Background: an optimization exercise with open tools, aiming at small area. Do not read the settings as production practice.
Function was checked by simulation only, so behaviour that the tests miss may differ from the original.
Power is estimated from default activity; no workload was simulated.

**design/flow/design.v**
```verilog
`default_nettype none
package rename_cfg_pkg;
    localparam int num_arch_regs = 32;
    localparam int arch_idx_w    = 5;    
    localparam int num_phys_regs = 128;
    localparam int phys_tag_w    = 7;    
    localparam int fl_ptr_w = phys_tag_w + 1;
    localparam int num_ckpt   = 8;
    localparam int ckpt_idx_w = 3;
    localparam int init_free_count = num_phys_regs - num_arch_regs;
endpackage
`default_nettype wire
`default_nettype none
package rename_if_pkg;
    localparam int num_arch_regs = 32;
    localparam int arch_idx_w    = 5;
    localparam int phys_tag_w    = 7;
    localparam int fl_ptr_w      = 8;
    localparam int ckpt_idx_w    = 3;
    typedef logic [phys_tag_w-1:0] phys_tag_t;
    typedef logic [arch_idx_w-1:0] arch_idx_t;
    typedef logic [fl_ptr_w-1:0]   fl_ptr_t;
    typedef phys_tag_t [num_arch_regs-1:0] map_image_t;
    typedef struct packed {
        logic      valid;
        logic      has_dest;
        arch_idx_t dest;
        arch_idx_t src1;
        arch_idx_t src2;
    } rename_req_t;
    typedef struct packed {
        logic      valid;
        phys_tag_t src1_tag;
        phys_tag_t src2_tag;
        phys_tag_t dest_tag;     
        phys_tag_t old_tag;      
    } rename_rsp_t;
    typedef struct packed {
        logic      valid;
        phys_tag_t tag;
    } release_t;
    typedef struct packed {
        logic                                save;
        logic [ckpt_idx_w-1:0] save_slot;
        logic                                restore;
        logic [ckpt_idx_w-1:0] restore_slot;
    } ckpt_cmd_t;
    function automatic logic [num_arch_regs*phys_tag_w-1:0] identity_image();
        logic [num_arch_regs*phys_tag_w-1:0] img;
        for (int i = 0; i < num_arch_regs; i++) begin
            img[i*phys_tag_w +: phys_tag_w] = i;
        end
        identity_image = img;
    endfunction
endpackage
`default_nettype wire
`timescale 1ns/1ps
`default_nettype none
module free_list (
    input  wire logic                   clk,
    input  wire logic                   reset,
    input  wire logic                   alloc,
    input  wire rename_if_pkg::release_t rel,
    input  wire logic                   restore,
    input  wire rename_if_pkg::fl_ptr_t  restore_head,
    output rename_if_pkg::phys_tag_t    head_tag,
    output rename_if_pkg::fl_ptr_t      head_q,
    output logic                        nonempty
);
    localparam int depth = rename_cfg_pkg::init_free_count;
    localparam int tw    = rename_cfg_pkg::phys_tag_w;
    logic [depth*tw-1:0] fl_q;
    rename_if_pkg::fl_ptr_t head_next;
    rename_if_pkg::fl_ptr_t tail_q;
    logic [depth-1:0]       head_sel;    
    logic [depth-1:0]       tail_sel;    
    function automatic rename_if_pkg::fl_ptr_t ptr_inc(input rename_if_pkg::fl_ptr_t p);
        if (p[6:0] == 7'(depth - 1)) ptr_inc = {~p[7], 7'd0};
        else                          ptr_inc = {p[7], p[6:0] + 7'd1};
    endfunction
    assign nonempty = (head_q != tail_q);
    always_comb begin
        for (int i = 0; i < depth; i++) begin
            head_sel[i] = (head_q[6:0] == 7'(i));
            tail_sel[i] = (tail_q[6:0] == 7'(i));
        end
    end
    for (genvar b = 0; b < tw; b++) begin : g_rd
        logic [depth-1:0] col;
        for (genvar i = 0; i < depth; i++) begin : g_col
            assign col[i] = fl_q[i*tw + b];
        end
        onehot_or #(.n(depth)) i_rd (.d(col), .s(head_sel), .y(head_tag[b]));
    end
    always_comb begin
        head_next = head_q;
        if (restore) begin
            head_next = restore_head;    
        end else if (alloc) begin
            head_next = ptr_inc(head_q);
        end
    end
    always_ff @(posedge clk) begin
        if (reset) begin
            head_q <= '0;
            tail_q <= 8'h80;             
        end else begin
            head_q <= head_next;
            if (rel.valid) tail_q <= ptr_inc(tail_q);
        end
    end
    logic [tw-1:0] wd_set;      
    logic [tw-1:0] wd_clr;      
    assign wd_set = rel.tag | {tw{reset}};
    assign wd_clr = rel.tag & ~{tw{reset}};
    always_ff @(posedge clk) begin
        for (int i = 0; i < depth; i++) begin
            if (reset || (rel.valid && tail_sel[i])) begin
                for (int b = 0; b < tw; b++) begin
                    fl_q[i*tw + b] <= ((rename_cfg_pkg::num_arch_regs + i) >> b) & 1 ? wd_set[b] : wd_clr[b];
                end
            end
        end
    end
endmodule
`default_nettype wire
`timescale 1ns/1ps
`default_nettype none
module map_table (
    input  wire logic                      clk,
    input  wire logic                      reset,
    input  wire rename_if_pkg::arch_idx_t  src1,
    input  wire rename_if_pkg::arch_idx_t  src2,
    input  wire rename_if_pkg::arch_idx_t  dest,
    input  wire logic                      update,
    input  wire rename_if_pkg::phys_tag_t  new_tag,
    input  wire logic                      restore,          
    input  wire logic [rename_cfg_pkg::num_ckpt-1:0] restore_sel,    
    input  wire logic [rename_cfg_pkg::num_ckpt*rename_cfg_pkg::num_arch_regs*rename_cfg_pkg::phys_tag_w-1:0] slots,
    output rename_if_pkg::phys_tag_t       src1_tag,
    output rename_if_pkg::phys_tag_t       src2_tag,
    output rename_if_pkg::phys_tag_t       old_tag,
    output logic [rename_cfg_pkg::num_arch_regs*rename_cfg_pkg::phys_tag_w-1:0] map_q
);
    localparam int tw = rename_cfg_pkg::phys_tag_w;
    localparam int na = rename_cfg_pkg::num_arch_regs;
    localparam int nc = rename_cfg_pkg::num_ckpt;
    localparam logic [na*tw-1:0] id_image = rename_if_pkg::identity_image();
    logic [na*tw-1:0] map_d;
    logic [na-1:0]    src1_dec, src2_dec, dest_dec;
    logic [na-1:0]    wr_tag;       
    logic [na-1:0]    hold;         
    always_comb begin
        for (int r = 0; r < na; r++) begin
            src1_dec[r] = (src1 == 5'(r));
            src2_dec[r] = (src2 == 5'(r));
            dest_dec[r] = (dest == 5'(r));
            wr_tag[r]   = update && !reset && dest_dec[r];
            hold[r]     = !reset && !restore && !wr_tag[r];
        end
    end
    for (genvar b = 0; b < tw; b++) begin : g_rd
        logic [na-1:0] col;
        for (genvar r = 0; r < na; r++) begin : g_col
            assign col[r] = map_q[r*tw + b];
        end
        onehot_or #(.n(na)) i_rd1 (.d(col), .s(src1_dec), .y(src1_tag[b]));
        onehot_or #(.n(na)) i_rd2 (.d(col), .s(src2_dec), .y(src2_tag[b]));
        onehot_or #(.n(na)) i_rdo (.d(col), .s(dest_dec), .y(old_tag[b]));
    end
    for (genvar r = 0; r < na; r++) begin : g_ent
        for (genvar b = 0; b < tw; b++) begin : g_bit
            logic [nc+1:0] d;
            logic [nc+1:0] s;
            for (genvar k = 0; k < nc; k++) begin : g_slot
                assign d[k] = slots[(k*na + r)*tw + b];
            end
            assign d[nc]     = new_tag[b];
            assign d[nc+1]   = map_q[r*tw + b];
            assign s         = {hold[r], wr_tag[r], restore_sel};
            if (id_image[r*tw + b]) begin : g_one
                onehot_or_set #(.n(nc+2)) i_d (.d(d), .s(s), .set(reset), .y(map_d[r*tw + b]));
            end else begin : g_zero
                onehot_or #(.n(nc+2)) i_d (.d(d), .s(s), .y(map_d[r*tw + b]));
            end
        end
    end
    always_ff @(posedge clk) begin
        map_q <= map_d;
    end
endmodule
module onehot_or #(
    parameter int n = 2
) (
    input  wire logic [n-1:0] d,
    input  wire logic [n-1:0] s,
    output logic              y
);
    assign y = |(d & s);
endmodule
module onehot_or_set #(
    parameter int n = 2
) (
    input  wire logic [n-1:0] d,
    input  wire logic [n-1:0] s,
    input  wire logic         set,
    output logic              y
);
    assign y = set | (|(d & s));
endmodule
`default_nettype wire
`timescale 1ns/1ps
`default_nettype none
module checkpoint_store #(
    parameter int width = 1
) (
    input  wire logic                                  clk,
    input  wire logic                                  save,
    input  wire logic [rename_cfg_pkg::ckpt_idx_w-1:0] save_slot,
    input  wire logic [width-1:0]                       wr_data,
    output logic [rename_cfg_pkg::num_ckpt*width-1:0]  slots        
);
    always_ff @(posedge clk) begin
        for (int s = 0; s < rename_cfg_pkg::num_ckpt; s++) begin
            if (save && save_slot == 3'(s)) slots[s*width +: width] <= wr_data;
        end
    end
endmodule
`default_nettype wire
`timescale 1ns/1ps
`default_nettype none
module rename_unit (
    input  wire logic                      clk,
    input  wire logic                      reset,
    input  wire rename_if_pkg::rename_req_t req,
    input  wire rename_if_pkg::release_t   rel,
    input  wire rename_if_pkg::ckpt_cmd_t  ckpt,
    output rename_if_pkg::rename_rsp_t     rsp,
    output logic                           ready
);
    localparam int tw = rename_cfg_pkg::phys_tag_w;
    localparam int na = rename_cfg_pkg::num_arch_regs;
    localparam int nc = rename_cfg_pkg::num_ckpt;
    localparam int pw = rename_cfg_pkg::fl_ptr_w;
    logic accept;
    logic alloc;
    logic nonempty;
    rename_if_pkg::phys_tag_t  head_tag;
    rename_if_pkg::fl_ptr_t    head_next;
    rename_if_pkg::fl_ptr_t    head_q;
    rename_if_pkg::fl_ptr_t    saved_head;
    rename_if_pkg::phys_tag_t  src1_tag;
    rename_if_pkg::phys_tag_t  src2_tag;
    rename_if_pkg::phys_tag_t  old_tag;
    logic [na*tw-1:0]          map_q;
    logic [nc*na*tw-1:0]       map_slots;
    logic [nc*pw-1:0]          head_slots;
    logic                                  pend_q;
    logic [rename_cfg_pkg::ckpt_idx_w-1:0] pend_slot_q;
    logic                                  restore;      
    logic [nc-1:0]                         restore_sel;
    assign ready = nonempty;
    assign accept = req.valid && (!req.has_dest || ready) && !ckpt.restore;
    assign alloc  = accept && req.has_dest;
    always_comb begin
        restore = ckpt.restore && !reset && !(pend_q && pend_slot_q == ckpt.restore_slot);
        for (int s = 0; s < nc; s++) begin
            restore_sel[s] = restore && ckpt.restore_slot == 3'(s);
        end
        saved_head = '0;
        for (int s = 0; s < nc; s++) begin
            saved_head = saved_head | (head_slots[s*pw +: pw] & {pw{restore_sel[s]}});
        end
    end
    always_ff @(posedge clk) begin
        pend_q      <= ckpt.save && !reset;
        pend_slot_q <= ckpt.save_slot;
    end
    free_list i_free_list (
        .clk          (clk),
        .reset        (reset),
        .alloc        (alloc),
        .rel          (rel),
        .restore      (restore),
        .restore_head (saved_head),
        .head_tag     (head_tag),
        .head_q       (head_q),
        .nonempty     (nonempty)
    );
    map_table i_map_table (
        .clk           (clk),
        .reset         (reset),
        .src1          (req.src1),
        .src2          (req.src2),
        .dest          (req.dest),
        .update        (alloc),
        .new_tag       (head_tag),
        .restore       (restore),
        .restore_sel   (restore_sel),
        .slots         (map_slots),
        .src1_tag      (src1_tag),
        .src2_tag      (src2_tag),
        .old_tag       (old_tag),
        .map_q         (map_q)
    );
    checkpoint_store #(.width(pw)) i_ckpt_head (
        .clk          (clk),
        .save         (pend_q),
        .save_slot    (pend_slot_q),
        .wr_data      (head_q),
        .slots        (head_slots)
    );
    checkpoint_store #(.width(na * tw)) i_ckpt_map (
        .clk          (clk),
        .save         (pend_q),
        .save_slot    (pend_slot_q),
        .wr_data      (map_q),
        .slots        (map_slots)
    );
    always_ff @(posedge clk) begin
        if (reset) begin
            rsp.valid <= 1'b0;
        end else begin
            rsp.valid <= accept;
        end
        rsp.src1_tag <= src1_tag;
        rsp.src2_tag <= src2_tag;
        rsp.dest_tag <= alloc ? head_tag : '0;
        rsp.old_tag  <= alloc ? old_tag : '0;
    end
endmodule
`default_nettype wire
`timescale 1ns/1ps
`default_nettype none
module rename_top (
    input  wire logic       clk,
    input  wire logic       reset,
    input  wire logic       req_valid,
    input  wire logic       req_has_dest,
    input  wire logic [4:0] req_dest,
    input  wire logic [4:0] req_src1,
    input  wire logic [4:0] req_src2,
    input  wire logic       rel_valid,
    input  wire logic [6:0] rel_tag,
    input  wire logic       ckpt_save,
    input  wire logic [2:0] ckpt_save_slot,
    input  wire logic       ckpt_restore,
    input  wire logic [2:0] ckpt_restore_slot,
    output logic            rsp_valid,
    output logic      [6:0] rsp_src1_tag,
    output logic      [6:0] rsp_src2_tag,
    output logic      [6:0] rsp_dest_tag,
    output logic      [6:0] rsp_old_tag,
    output logic            ready
);
    rename_if_pkg::rename_req_t req;
    rename_if_pkg::release_t    rel;
    rename_if_pkg::ckpt_cmd_t   ckpt;
    rename_if_pkg::rename_rsp_t rsp;
    assign req.valid         = req_valid;
    assign req.has_dest      = req_has_dest;
    assign req.dest          = req_dest;
    assign req.src1          = req_src1;
    assign req.src2          = req_src2;
    assign rel.valid         = rel_valid;
    assign rel.tag           = rel_tag;
    assign ckpt.save         = ckpt_save;
    assign ckpt.save_slot    = ckpt_save_slot;
    assign ckpt.restore      = ckpt_restore;
    assign ckpt.restore_slot = ckpt_restore_slot;
    rename_unit i_rename_unit (
        .clk   (clk),
        .reset (reset),
        .req   (req),
        .rel   (rel),
        .ckpt  (ckpt),
        .rsp   (rsp),
        .ready (ready)
    );
    assign rsp_valid    = rsp.valid;
    assign rsp_src1_tag = rsp.src1_tag;
    assign rsp_src2_tag = rsp.src2_tag;
    assign rsp_dest_tag = rsp.dest_tag;
    assign rsp_old_tag  = rsp.old_tag;
endmodule
`default_nettype wire
```
**design/flow/flow/run.sh**
```bash
#!/bin/bash
# Own flow: the standard flow (standard.sh) with two changes.
#  1. Synthesis maps the logic with an area-oriented ABC script (flow/abc_area.script,
#     used through ABC_AREA 1). Everything else in synthesis is unchanged, so the
#     registers are the standard synthesis's.
#  2. Clock tree synthesis clusters up to 30 sinks within 50 um per leaf buffer (clkbuf_16)
#     and inserts no dummy loads.
# Each tool's output goes to a log file here; ORFS's own logs are under orfs/logs.
set -euo pipefail
here=$(pwd)

rm -rf "$here/scripts_area"
cp -r "$FLOW_HOME/scripts" "$here/scripts_area"
chmod -R u+w "$here/scripts_area"
cp "$here/flow/abc_area.script" "$here/scripts_area/abc_area.script"

SCRIPTS_DIR="$here/scripts_area" bash standard.sh synth > "$here/synth.log" 2>&1

export CTS_ARGS="-sink_clustering_enable -repair_clock_nets -dont_use_dummy_load -sink_clustering_size 30 -sink_clustering_max_diameter 50 -buf_list sky130_fd_sc_hd__clkbuf_16"
bash standard.sh > "$here/layout.log" 2>&1
```
**design/flow/flow/abc_area.script**
```
strash
dc2
&get -n
&dch
&nf -R 1000 -p
&put
topo
stime -c
```
**design/flow/standard.sh**
```bash
#!/bin/bash
# synth_recipe.tcl (not shown) runs the flow's synth.tcl, then flattens the netlist and writes it again
# the make line also repeats each setting of config.mk as NAME=value (left out here)
make -C /OpenROAD-flow-scripts/flow DESIGN_CONFIG=/design/flow/config.mk WORK_HOME=/design/flow/orfs CLKGATE_MAP_FILE= SYNTH_SCRIPT=/design/flow/synth_recipe.tcl "${@:-finish}"
```
**design/flow/config.mk**
```make
export PLATFORM = sky130hd
export DESIGN_NAME = rename_top
export DESIGN_NICKNAME = rename_top
export VERILOG_FILES = /design/flow/design.v
export SDC_FILE = /design/flow/constraint.sdc
export NUM_CORES = 4
export LEC_CHECK = 0
export ABC_AREA = 1
export CAP_MARGIN = 20
export CORE_MARGIN = 2
export CORE_UTILIZATION = 65
export PLACE_DENSITY = 0.75
export SLEW_MARGIN = 20
```
**design/flow/constraint.sdc**
```tcl
create_clock -name core_clock -period 6.0 [get_ports {clk}]
set_input_delay 1.2000 -clock core_clock [delete_from_list [all_inputs] [get_ports {clk}]]
set_output_delay 1.2000 -clock core_clock [all_outputs]
set_load 0.01 [all_outputs]
```
==> results of run 1 <==
-- power by group through the flow --
stage / Sequential [mW] / Combinational [mW] / Clock (mW)
after floorplan: 23.0 / 0.844 / 0
after global placement: 23.3 / 2.27 / 0
after detailed placement: 23.4 / 2.30 / 0
after CTS: 22.9 / 2.31 / 10.8
after global routing: 23.0 / 2.43 / 11.4
final: 23.0 / 2.42 / 10.8
-- routing by layer --
layer / up-vias / routed length [um]
met3: 1128 / 53040
met5: - / 174
met2: 6209 / 146600
met4: 20 / 20740
li1: 25810 / -
met1: 32840 / 113400
-- worst max-delay path by stage --
stage	endpoint	slack, ps	depth (start not counted)
floorplan	i_rename_unit.i_ckpt_head.slots[48]	-1150	2
global placement	i_rename_unit.i_map_table.map_q[137]	1310	12
detailed placement	i_rename_unit.i_map_table.map_q[173]	1210	8
CTS	i_rename_unit.i_map_table.map_q[159]	1170	8
global route	i_rename_unit.i_map_table.map_q[159]	880	8
finish	i_rename_unit.i_map_table.map_q[159]	750	8
-- sequential cells by signal, summed over array words and instances, names as in the netlist --
signal                            count
i_rename_unit.pend_slot_q             3
i_rename_unit.i_free_list.fl_q      672
i_rename_unit.i_free_list.tail_q      8
i_rename_unit.i_map_table.map_q     224
i_rename_unit.rsp                    29
i_rename_unit.i_free_list.head_q      8
i_rename_unit.i_ckpt_head.slots      64
i_rename_unit.pend_q                  1
i_rename_unit.i_ckpt_map.slots     1792
-- cell families after synthesis --
family / count (synthesis) / synth area share (%)
AOI/OAI and AO/OA: 1713 / 13.87
xor gates and xnor gates: 15 / 0.1304
adders and majority gates: 8 / 0.09935
buffers and inverters: 8 / 0.02981
DFF: 2801 / 80.77
muxes: 1 / 0.009935
and+or+nand+nor: 1062 / 5.089
-- worst register-to-register path, cell delays in order (launching register included) --
cell and delay, ps:
dfxtp_1 780, or3_1 770, nor2_1 510, a222oi_1 890, nand3_1 400, nor3_1 370
and3_2 840, buf_12 360, o21ai_0 180
-- synthesized netlist by cell type, types with 6 or more instances --
cell type  instances  share of area (%)
a22oi_1          353                2.6
o21ai_0          218                1.1
and3_1            40               0.25
or2_0              8              0.050
a211o_1           75               0.65
or3_1             12              0.075
nand3_1          309                1.5
edfxtp_1        2528                 75
a222oi_1         671                6.7
nor4_1            26               0.16
a221oi_1         173                1.5
nand4_1           91               0.57
a22o_1            44               0.38
nand2b_1          16              0.099
a21oi_1          160               0.79
nor3_1            54               0.27
nor3b_1           14               0.10
xor2_1             9              0.078
dfxtp_1          273                5.4
nand2_1          215               0.80
nor2_1           229               0.85
clkinv_1           8              0.030
xnor2_1            6              0.052
ha_1               8              0.099
nor2b_1           28               0.17
-- layout make-up --
type	instances	area, um^2
Inverter	8	30.03
Timing Repair Buffer	339	3348
Fill cell	9118	42680
Antenna cell	12	30.03
Tap cell	2044	2557
Sequential cell	2801	81380
Clock buffer	172	4304
Multi-Input combinational cell	2799	19710
==> reports/summary.txt, run 1 <==
die area = 158,200 um^2
CTS sink cnt = 2,801
r2r worst-path depth = 8
Cell Count, Final, Fillers Out = 8,175
pre-CTS WS = 1211 ps
setup TNS = 0 ps
outcome = no timing/DRC/antenna violations
grt total ovfl = 0
Mean Syn Cell Area = 17.97 um^2
Seq/Total Area, Yosys = 80.77%
Detail Route Antenna Nets = 0
first-pass GRT wire length = 465,000 um
GR Util met1 = 57.59%
Clk pwr share = 29.9%
buffer and inverter count on the worst path = 1
routed vias = 66,010
max-slew violation count = 0
PortBufs = 64
RSZ-0062 raised after global routing = false
Tightest Hold Check Type = flop to flop
CTS tree = yes
DR DRC count = 0
Via density = 8.075
critical path fanouts, max = 19
met3 Use GR = 13.70%
reg2reg end = i_rename_unit.i_map_table.map_q[159]
synth unique cells = 42
Setup crit end kind = flop
final setup fails = 0
ratio of cells with drive above 1 in the final layout = 8.269%
Startpoint Class = flop
DRT Pass-1 Iters = 15
# H-tree levels = 4
vias in the first global route = 61,640
CTS resizes = 0
number of flops mapped to enable cells by yosys = 2,528
Worst R2R Setup Slack = 750 ps
Req. time, crit path = 6660 ps
Max Cap Viol = 0
Crit path max-delay family = simple AND/OR/NAND/NOR gates
WHS = 442.7 ps
synthesized area = 100,800 um^2
hold endpoint = i_rename_unit.i_map_table.map_q[79]
pwr dens = 325.6 nW/um^2
Critical Setup Path Class = flop to flop
Hold Fails Final Rpt = 0
CTS buffer count = 172
Final period util = 87.54%
Synth warnings = 5
nets@finish = 6,164
Layout Skew = 85.52 ps
total wire length = 333,900 um
syn_nets = 5,651
Clock Pin Slew Worst Setup and Hold Paths = 90 ps
Synth Instances = 5,608
Combinational Power Share = 6.7%
Sequential Power Share = 63.4%
CP peak stage delay = 890 ps
async set-or-reset flop fraction in the synthesized netlist = 0%
crit path launch = i_rename_unit.i_free_list.head_q[4]
Worst-Margin Slew = 1419 ps
Area after DPL = 107,000 um^2
sw frac = 23.30%
largest net degree at the start of global routing = 124
WL per Instance = 40.85 um
Psw = 8.450 mW
global route hottest layer = met2
clk root buf = clkbuf_16
peak supply drop = 292.6 uV
Design Power = 36.26 mW
Seq cells post-synth = 2,801
Final HPWL DP = 202,100 um
commonest non-fill, non-tap cell in the layout = edfxtp_1
Initial Util = 65.40%
clock latency on the worst-skew pair = 850 ps
GR Layer Usage met2 = 60.91%
worst r2r src = i_rename_unit.i_free_list.head_q[4]
Final Cell Area = 111,400 um^2
CTS max path bufs = 3
most frequent cells in the layout = edfxtp_1 (2,528), a222oi_1 (671), a22oi_1 (353), nand3_1 (309), dfxtp_1 (271)
placer congestion estimate = 1.095
Die X-Extent = 397.7 um
worst setup margin = 747.5 ps
crit-path cells = or3_1 > nor2_1 > a222oi_1 > nand3_1 > nor3_1 > and3_2 > buf_12 > o21ai_0
hold path depth = 2
Global Route Usage Sum = 41.89%
hold buffers post-CTS = 0
initial antenna violation count = 22
Lkg Pwr = 35.53 nW
normalized max-slew margin = 5.385%
starting DRC count in detailed routing = 15,280
Tmin final = 5252 ps
fin util = 72.29%
I/O pin count = 65
placed insts = 7,985
Area Growth Syn to Fin = 10.54%
Hold Crit Start = i_rename_unit.i_ckpt_map.slots[975]
fmax = 0.1904 GHz
Die Span Y = 397.7 um
# rows = 144
Setup Buffers After CTS = 0
WP data arrival = 5910 ps
core box area = 154,000 um^2
Internal Power = 27.81 mW
slowest CP cell = a222oi_1
Top FF cell, synth = edfxtp_1
==> inputs of run 2 (changes only) <==
==> design/flow/flow/run.sh (replaced) <==
#!/bin/bash
# Own flow: the standard flow (standard.sh) with three changes.
#  1. Synthesis maps the logic with an area-oriented ABC script (flow/abc_area.script,
#     used through ABC_AREA 1). Everything else in synthesis is unchanged, so the
#     registers are the standard synthesis's.
#  2. Clock tree synthesis clusters up to 40 sinks within 60 um per leaf buffer (clkbuf_16)
#     and inserts no dummy loads.
#  3. The port buffers are buf_1 cells (every input and output port is still buffered).
# Each tool's output goes to a log file here; ORFS's own logs are under orfs/logs.
set -euo pipefail
here=$(pwd)

rm -rf "$here/scripts_area"
cp -r "$FLOW_HOME/scripts" "$here/scripts_area"
chmod -R u+w "$here/scripts_area"
cp "$here/flow/abc_area.script" "$here/scripts_area/abc_area.script"

SCRIPTS_DIR="$here/scripts_area" bash standard.sh synth > "$here/synth.log" 2>&1

export CTS_ARGS="-sink_clustering_enable -repair_clock_nets -dont_use_dummy_load -sink_clustering_size 40 -sink_clustering_max_diameter 60 -buf_list sky130_fd_sc_hd__clkbuf_16"
export BUFFER_PORTS_ARGS="-buffer_cell sky130_fd_sc_hd__buf_1"
bash standard.sh > "$here/layout.log" 2>&1
--- a/design/flow/config.mk
+++ b/design/flow/config.mk
@@ -10,4 +10,4 @@
 export CORE_MARGIN = 2
-export CORE_UTILIZATION = 65
-export PLACE_DENSITY = 0.75
+export CORE_UTILIZATION = 55
+export PLACE_DENSITY = 0.7
 export SLEW_MARGIN = 20
==> reports/summary.txt, run 2 <==
Synth top area share = 75.35%
WHS = 446.7 ps
WP data arrival = 6080 ps
Detail Route Antenna Nets = 0
top flop regs = i_rename_unit.i_ckpt_map.slots: 1792 flops, i_rename_unit.i_free_list.fl_q: 672 flops, i_rename_unit.i_map_table.map_q: 224 flops
Initial Util = 55.21%
Clock Pin Slew Worst Setup and Hold Paths = 80 ps
slowest CP cell = a2111oi_0
Synth warnings = 5
normalized max-slew margin = 6.969%
CTS tree = yes
grt total ovfl = 0
Req. time, crit path = 6690 ps
die area = 186,600 um^2
Hold Fails Final Rpt = 0
Post-Synth Simple-Gate Area = 5.089%
outcome = no timing/DRC/antenna violations
Seq/Total Area, Yosys = 80.77%
Synth area leader = edfxtp_1
Area Growth Syn to Fin = 9.776%
placer congestion estimate = 1.067
initial antenna violation count = 18
# rows = 157
largest net degree at the start of global routing = 135
Startpoint Class = flop
clock latency on the worst-skew pair = 900 ps
setup TNS = 0 ps
peak supply drop = 319.9 uV
total wire length = 335,900 um
Cell Count, Final, Fillers Out = 8,474
Setup Buffers After CTS = 0
RSZ-0062 raised after global routing = false
Worst-Margin Slew = 1360 ps
DRT Pass-1 Iters = 15
clk root buf = clkbuf_16
buffer and inverter count on the worst path = 3
number of flops mapped to enable cells by yosys = 2,528
pwr dens = 319.5 nW/um^2
max-slew violation count = 0
# H-tree levels = 4
crit-path cells = clkinv_1 > ha_1 > nand3_1 > buf_4 > nor2_1 > a222oi_1 > nand3_1 > a2111oi_0 > nand4_1 > or4_1 > nor4_2 > buf_12 > nor2_1 > a211o_1
Setup crit end kind = flop
syn_nets = 5,651
CTS buffer count = 149
Layout Skew = 119.5 ps
nets@finish = 6,119
most frequent cells in the layout = edfxtp_1 (2,528), a222oi_1 (671), a22oi_1 (353), nand3_1 (309), dfxtp_1 (271)
synth unique cells = 42
Crit path max-delay family = compound AO/OA/AOI/OAI gates
final setup fails = 0
CTS sink cnt = 2,801
ratio of cells with drive above 1 in the final layout = 7.656%
FF/Latch Area = 81,380 um^2
main combinational cell family by area after synthesis = compound AO/OA/AOI/OAI gates
commonest non-fill, non-tap cell in the layout = edfxtp_1
PortBufs = 64
Seq cells post-synth = 2,801
routed vias = 64,810
WL per Instance = 39.63 um
Tmin final = 5393 ps
max reg flops = 1,792
Critical Setup Path Class = flop to flop
Final period util = 89.88%
starting DRC count in detailed routing = 14,060
CP peak stage delay = 1150 ps
Mean Syn Cell Area = 17.97 um^2
Worst R2R Setup Slack = 610 ps
Die Span Y = 432 um
DR DRC count = 0
mux share of post-synthesis cell area = 0.009935%
Synth Area in Compound Gates = 13.87%
core box area = 182,500 um^2
Lkg Pwr = 34.95 nW
Via density = 7.648
Final HPWL DP = 203,500 um
synth top area cells = edfxtp_1 (75%), a222oi_1 (6.7%), dfxtp_1 (5.4%)
placed insts = 8,305
Synth Instances = 5,608
synthesized area = 100,800 um^2
adder-cell share of the synthesized area = 0.09935%
Top FF cell, synth = edfxtp_1
async set-or-reset flop fraction in the synthesized netlist = 0%
register with the most flip-flops = i_rename_unit.i_ckpt_map.slots
Synth top cells by count = edfxtp_1 (2,528), a222oi_1 (671), a22oi_1 (353)
Max Cap Viol = 0
vias in the first global route = 60,270
most numerous cell in the Yosys netlist = edfxtp_1
hold buffers post-CTS = 0
Tightest Hold Check Type = flop to flop
Die X-Extent = 432 um
fmax = 0.1854 GHz
number of fill cells = 13,000
critical path fanouts, max = 33
first-pass GRT wire length = 467,600 um
multi-input logic area = 19,720 um^2
xor/xnor share of the synthesized area = 0.1304%
CTS max path bufs = 3
I/O pin count = 65
Global Route Usage Sum = 35.44%
CTS resizes = 0
## run 2: cell types whose count changed in the layout (fill, tap and decap cells not counted), moves of 6 or more
cell             previous run  this run
o21ai_0                   198       192
clkbuf_16                 172       149
nor3_1                     47        41
clkdlybuf4s50_1            63         0
buf_1                       0        63
nor3_2                      3         9
buf_4                     217       200
## run 2: area by class of cell
cell class | instances | share of cell area (%)
sequential | 2801 | 73.58
inverter | 8 | 0.02715
clock buffer | 149 | 3.371
antenna | 15 | 0.03394
tap | 2385 | 2.698
timing repair buffer | 317 | 2.458
multi-input combinational | 2799 | 17.83
## run 2: worst paths after layout
kind / from / end / cells after the start
worst max-delay path: i_rename_unit.i_free_list.head_q[0] / i_rename_unit.i_map_table.map_q[130] / 14
worst min-delay path: i_rename_unit.i_ckpt_head.slots[0] / i_rename_unit.i_free_list.head_q[0] / 2
worst max register to register: i_rename_unit.i_free_list.head_q[0] / i_rename_unit.i_map_table.map_q[130] / 14
worst min register to register: i_rename_unit.i_ckpt_head.slots[0] / i_rename_unit.i_free_list.head_q[0] / 2
## run 2: kinds of logic (layout without fill, tap and decap cells)
logic type,after synthesis,count (layout)
buffers and inverters,8,474
AOI/OAI and AO/OA,1713,1713
xor gates and xnor gates,15,15
adders and majority gates,8,8
muxes,1,1
other,0,15
and+or+nand+nor,1062,1062
DFF,2801,2801
## run 2: layer usage
layer / GRT usage [%] / share of wire [%] / vias to the layer above
met5: 0.02602 / 0 / -
met4: 18.03 / 6.0 / 0
met3: 7.460 / 13 / 971
met2: 53.40 / 45 / 5404
met1: 49.29 / 36 / 32700
li1: - / - / 25740
## run 2: tightest hold or removal path, cell delays in order, from the launching register on
cell	delay [ps]
edfxtp_1	330
a21oi_1	60
nand2_1	40
## run 2: power breakdown
part | leakage (nW) | internal (mW) | total [mW] | switching (mW)
combinational | 7.32 | 0.507 | 2.26 | 1.76
clock | 1.84 | 4.42 | 10.1 | 5.66
sequential | 25.8 | 22.1 | 23.0 | 0.850
total | 34.9 | 27.1 | 35.3 | 8.27
## run 2: per-stage QoR
stage	setup slack [ps]	util, %	cell area (um^2)	total power [mW]
global placement	983.4	58.51	106800	25.51
CTS	979.5	60.57	110500	35.25
floorplan	-1146	-	100900	23.84
finish	607.2	60.61	110600	35.34
global route	698.4	60.59	110600	36.06
detailed placement	1007	58.52	106800	25.57

-- afterwards: timing with drivers on the ports --
The results above use ideal ports. As a check the final layouts listed here were re-extracted and re-timed, cells and wires unchanged.
Step 1, drivers: a clkbuf_16 drives clk and a buf_2 each remaining input, both assumed.
Step 2 times the ports against the registers' clock, not the clock port: input delays grow and output delays shrink by t, the midpoint of the rising clock arrivals with the driver on.
Slacks: ideal ports / drivers / drivers and shift; pairs: ideal ports / drivers.
run | shift t [ns] | setup slack, ns | hold slack, ns | worst setup path after step 2 | cell pins on the clock port's net
run 1 | 0.908 | 0.748 / 0.748 / 0.748 | 0.443 / 0.443 / 0.443 | register to register | 1
run 2 | 0.913 | 0.607 / 0.607 / 0.607 | 0.447 / 0.428 / 0.447 | register to register | 1
After both steps every run listed still meets setup and hold.
